Source: an optimization exercise on an open RTL-to-GDS flow (aim: small area, a short achievable clock period and few clock cycles). Production flows keep margins and buffers that such runs may drop. The RTL was checked by simulation tests, not by an equivalence proof against the original design. Power figures rest on the tool's default switching activity, not on a simulated workload.

## euclidean_distance_unit
module euclidean_distance_unit
(
    input  logic                              clk,
    input  logic                              rst_n,
    input  logic                              s_axis_tvalid,
    output logic                              s_axis_tready,
    input  logic [edu_pkg::TDATA_IN_W-1:0]    s_axis_tdata,
    input  logic                              s_axis_tlast,
    output logic                              m_axis_tvalid,
    input  logic                              m_axis_tready,
    output logic [edu_pkg::TDATA_OUT_W-1:0]   m_axis_tdata,
    output logic                              m_axis_tuser
);
==> flow/config.mk <==
export PLATFORM = sky130hd
export DESIGN_NAME = euclidean_distance_unit
export DESIGN_NICKNAME = euclidean_distance_unit
export VERILOG_FILES = /design/flow/design.v
export SDC_FILE = /design/flow/constraint.sdc
export NUM_CORES = 4
export LEC_CHECK = 0
export CAP_MARGIN = 20
export CORE_MARGIN = 2
export CORE_UTILIZATION = 60
export PLACE_DENSITY = 0.75
export SETUP_SLACK_MARGIN = 4.6
export SLEW_MARGIN = 20
==> flow/constraint.sdc <==
create_clock -name core_clock -period 8.0 [get_ports {clk}]
set_input_delay 1.6000 -clock core_clock [delete_from_list [all_inputs] [get_ports {clk}]]
set_output_delay 1.6000 -clock core_clock [all_outputs]
set_load 0.01 [all_outputs]
standard.sh (not shown) runs the stock make flow with config.mk's settings and CLKGATE_MAP_FILE= SYNTH_SCRIPT=/design/flow/synth_recipe.tcl, a recipe that flattens the netlist after the stock synthesis.
==> flow/flow/run.sh <==
#!/bin/bash
# Layout: the standard flow, with the port buffers made as buf_1
# cells instead of the delay buffers buffer_ports picks by itself.
set -euo pipefail
export BUFFER_PORTS_ARGS="-buffer_cell sky130_fd_sc_hd__buf_1"
bash standard.sh > standard.log 2>&1
The baseline completed without violations.
Testbench counts at the start, summed over its fixed seeds: cycles 22,995.
Rerun with:
==> flow/flow/run.sh (replaced) <==
#!/bin/bash
# Layout: the standard flow, with the port buffers made as buf_2
# cells instead of the delay buffers buffer_ports picks by itself.
set -euo pipefail
export BUFFER_PORTS_ARGS="-buffer_cell sky130_fd_sc_hd__buf_2"
bash standard.sh > standard.log 2>&1
--- a/flow/config.mk
+++ b/flow/config.mk
@@ -10,4 +10,6 @@
 export CORE_UTILIZATION = 60
+export CTS_CLUSTER_DIAMETER = 60
+export CTS_CLUSTER_SIZE = 30
 export PLACE_DENSITY = 0.75
-export SETUP_SLACK_MARGIN = 4.6
+export SETUP_SLACK_MARGIN = 4.7
 export SLEW_MARGIN = 20
The changed run completed with no timing, DRC or antenna violations.
Design area goes up slightly.
Hold slack improved by 17 ps.
Sequential power barely changes.
Clock skew goes up by 13 ps.
Via count barely changes.
Rerun with:
--- a/flow/config.mk
+++ b/flow/config.mk
@@ -10,4 +10,5 @@
 export CORE_UTILIZATION = 60
+export CTS_BUF_LIST = sky130_fd_sc_hd__clkbuf_8
 export CTS_CLUSTER_DIAMETER = 60
-export CTS_CLUSTER_SIZE = 30
+export CTS_CLUSTER_SIZE = 20
 export PLACE_DENSITY = 0.75
Outcome:
- setup slack is better by 17 ps
- cell count hardly moves
- non-clock buffer count fell by 2
- sequential cell count stays the same
- count of clock-buffer cells in the layout does not change
- wire length is lower slightly
- via count drops slightly
- register-to-register slack improves by 20 ps
- global-route usage fell by 0.53 points
Rerun with:
--- a/flow/config.mk
+++ b/flow/config.mk
@@ -10,7 +10,6 @@
 export CORE_UTILIZATION = 60
-export CTS_BUF_LIST = sky130_fd_sc_hd__clkbuf_8
 export CTS_CLUSTER_DIAMETER = 60
-export CTS_CLUSTER_SIZE = 20
+export CTS_CLUSTER_SIZE = 30
 export PLACE_DENSITY = 0.75
-export SETUP_SLACK_MARGIN = 4.7
+export SETUP_SLACK_MARGIN = 4.6
 export SLEW_MARGIN = 20
=> Wire length goes up by 1.6%; utilization stays flat; fmax goes down by 2.7%; setup slack loses 88 ps; hold slack gains 16 ps.

========
Setup of maple:
Starting RTL as in the previous note.
==> flow/config.mk <==
export PLATFORM = sky130hd
export DESIGN_NAME = euclidean_distance_unit
export DESIGN_NICKNAME = euclidean_distance_unit
export VERILOG_FILES = /design/flow/design.v
export SDC_FILE = /design/flow/constraint.sdc
export NUM_CORES = 4
export LEC_CHECK = 0
export CAP_MARGIN = 20
export CORE_MARGIN = 2
export CORE_UTILIZATION = 60
export PLACE_DENSITY = 0.75
export SETUP_SLACK_MARGIN = 4.6
export SLEW_MARGIN = 20
==> flow/constraint.sdc <==
create_clock -name core_clock -period 8.0 [get_ports {clk}]
set_input_delay 1.6000 -clock core_clock [delete_from_list [all_inputs] [get_ports {clk}]]
set_output_delay 1.6000 -clock core_clock [all_outputs]
set_load 0.01 [all_outputs]
==> flow/flow/run.sh <==
#!/bin/bash
# Layout: the standard flow, with the port buffers made as buf_2
# cells instead of the delay buffers buffer_ports picks by itself.
set -euo pipefail
export BUFFER_PORTS_ARGS="-buffer_cell sky130_fd_sc_hd__buf_2"
bash standard.sh > standard.log 2>&1
maple: all stages complete, timing, DRC and antenna checks passed
Testbench counts of maple, summed over its fixed seeds: cycles 22,995.
## Diff of input files: lagoon against maple
==> flow/run.sh (new file) <==
#!/bin/bash
# synth_recipe.tcl (not shown) runs the flow's synth.tcl, then flattens the netlist and writes it again
# the make line also repeats each setting of config.mk as NAME=value (left out here)
make -C /OpenROAD-flow-scripts/flow DESIGN_CONFIG=/design/flow/config.mk WORK_HOME=/design/flow/orfs CLKGATE_MAP_FILE= SYNTH_SCRIPT=/design/flow/synth_recipe.tcl finish
removed: flow/flow/run.sh
removed: flow/standard.sh
Results
- The higher final critical-path setup slack came out of maple.
- For final antenna-violating net count, maple and lagoon come out practically identical.
- Post-layout minimum cycle time: lagoon vs maple up 0.029 ns
- maple → lagoon: via count now sits higher, fmax down 2.6 MHz, share of the core filled with cells in the final layout moved up, clock-buffer cell count fell about 5.6%, complex-gate fraction of the synthesized area ~0 delta.
- Area of the multi-input gates in lagoon is 1.6% higher than in maple
- Status: final-stage net count parity (maple, lagoon)
- Wire length of the first global-routing pass: lagoon > maple
Relative to lagoon, the following input files were edited for nickel:
# lagoon
export LEC_CHECK = 0
export CAP_MARGIN = 20
export CORE_MARGIN = 2
export CORE_UTILIZATION = 60
export PLACE_DENSITY = 0.75
export SETUP_SLACK_MARGIN = 4.6
export SLEW_MARGIN = 20
create_clock -name core_clock -period 8.0 [get_ports {clk}]
# nickel
export LEC_CHECK = 0
export CAP_MARGIN = 20
export CORE_MARGIN = 2
export CORE_UTILIZATION = 60
export CTS_BUF_LIST = sky130_fd_sc_hd__clkbuf_8
export CTS_CLUSTER_DIAMETER = 60
export CTS_CLUSTER_SIZE = 20
export PLACE_DENSITY = 0.75
export SETUP_SLACK_MARGIN = 4.6
export SLEW_MARGIN = 20
create_clock -name core_clock -period 8.0 [get_ports {clk}]
==> flow/flow/run.sh (new file) <==
#!/bin/bash
# Layout: the standard flow, with the port buffers made as buf_2
# cells instead of the delay buffers buffer_ports picks by itself.
set -euo pipefail
export BUFFER_PORTS_ARGS="-buffer_cell sky130_fd_sc_hd__buf_2"
bash standard.sh > standard.log 2>&1
==> flow/standard.sh (new file) <==
#!/bin/bash
# synth_recipe.tcl (not shown) runs the flow's synth.tcl, then flattens the netlist and writes it again
# the make line also repeats each setting of config.mk as NAME=value (left out here)
make -C /OpenROAD-flow-scripts/flow DESIGN_CONFIG=/design/flow/config.mk WORK_HOME=/design/flow/orfs CLKGATE_MAP_FILE= SYNTH_SCRIPT=/design/flow/synth_recipe.tcl "${@:-finish}"
removed: flow/run.sh
On combinational power share, the higher figure sits with nickel, not lagoon. Looking at sequential share of layout area across lagoon and nickel, the one that comes out higher is nickel. lagoon has higher global-route usage than nickel. nickel ends up with higher total setup buffers inserted after CTS than lagoon does. From lagoon to nickel the numbers moved as follows: met1 track demand over resource up 0.20 points, cell count down 11, portion of the clock cycle consumed by the worst path in the final layout down 0.20 points, wire length down 1400 µm. Compared with lagoon, nickel shows largest stage delay on the critical path higher by 0.12 ns. Total power draw sits lower in nickel than in lagoon. Minimum setup slack in the final design is higher on nickel. A cell at the slowest stage of the critical path of sky130_fd_sc_hd__clkdlybuf4s50_1 is what lagoon shows, while sky130_fd_sc_hd__a2111oi_0 belongs to nickel.
The inputs of willow differ from those of nickel as listed below.
# nickel
export LEC_CHECK = 0
export CAP_MARGIN = 20
export CORE_MARGIN = 2
export CORE_UTILIZATION = 60
export CTS_BUF_LIST = sky130_fd_sc_hd__clkbuf_8
export CTS_CLUSTER_DIAMETER = 60
export CTS_CLUSTER_SIZE = 20
export PLACE_DENSITY = 0.75
export SETUP_SLACK_MARGIN = 4.6
export SLEW_MARGIN = 20
create_clock -name core_clock -period 8.0 [get_ports {clk}]
# willow
export LEC_CHECK = 0
export CAP_MARGIN = 20
export CORE_MARGIN = 2
export CORE_UTILIZATION = 60
export CTS_CLUSTER_DIAMETER = 60
export CTS_CLUSTER_SIZE = 30
export PLACE_DENSITY = 0.75
export SETUP_SLACK_MARGIN = 4.85
export SLEW_MARGIN = 20
create_clock -name core_clock -period 8.0 [get_ports {clk}]
### Flow results
sky130_fd_sc_hd__xnor2_4 as the slowest stage cell on the critical path was reported by willow, and sky130_fd_sc_hd__a2111oi_0 by nickel.
willow vs. nickel: via count grew by 3.2%, met1 track demand over resource in global routing grew by 1.1 points, share of final layout cell area taken by clock buffers and inverters grew by 1.3 points.
Looking at sequential share of layout area across willow and nickel, the one that comes out higher is nickel.
Setup slack: willow more than nickel
Number of signal-net buffers in the layout: willow vs nickel up 26%

-- static timing again, ports no longer ideal --
Ports are ideal in the flow. The routed layouts listed here were re-timed in OpenROAD. Step 1 (the two cells are an assumption about what drives the block):
set clk [get_ports {clk}]
set_driving_cell -lib_cell sky130_fd_sc_hd__clkbuf_16 $clk
set_driving_cell -lib_cell sky130_fd_sc_hd__buf_2 [delete_from_list [all_inputs] $clk]
Step 2, shift: input delay + t, output delay - t, t = (earliest + latest rising clock arrival at the registers) / 2. This alone moves slack from input paths to output paths. Slacks: ideal ports / drivers / drivers and shift; pairs: ideal ports / drivers.
run	t, ns	setup WS [ns]	latest minus earliest clock arrival (ns)	worst slew at a driven data input, ns	cell pins on the clock port's net
the first run of note 1	0.597	4.688 / 4.688 / 4.259	0.022 / 0.023	0.03	1
the second run of note 1	0.581	4.787 / 4.787 / 4.329	0.028 / 0.027	0.03	1
the third run of note 1	0.601	4.804 / 4.804 / 4.338	0.027 / 0.027	0.03	1
the fourth run of note 1	0.574	4.716 / 4.716 / 4.224	0.045 / 0.044	0.03	1
maple	0.597	4.696 / 4.696 / 4.232	0.027 / 0.026	0.03	1
lagoon	0.601	4.667 / 4.646 / 4.090	0.014 / 0.014	0.04	1
nickel	0.617	4.683 / 4.683 / 4.250	0.029 / 0.029	0.03	1
willow	0.576	4.834 / 4.834 / 4.365	0.026 / 0.026	0.03	1
After both steps every run listed still meets setup and hold. The setup slack of lagoon, which loses most, moves by -0.021 ns with the drivers and by -0.577 ns with both steps.
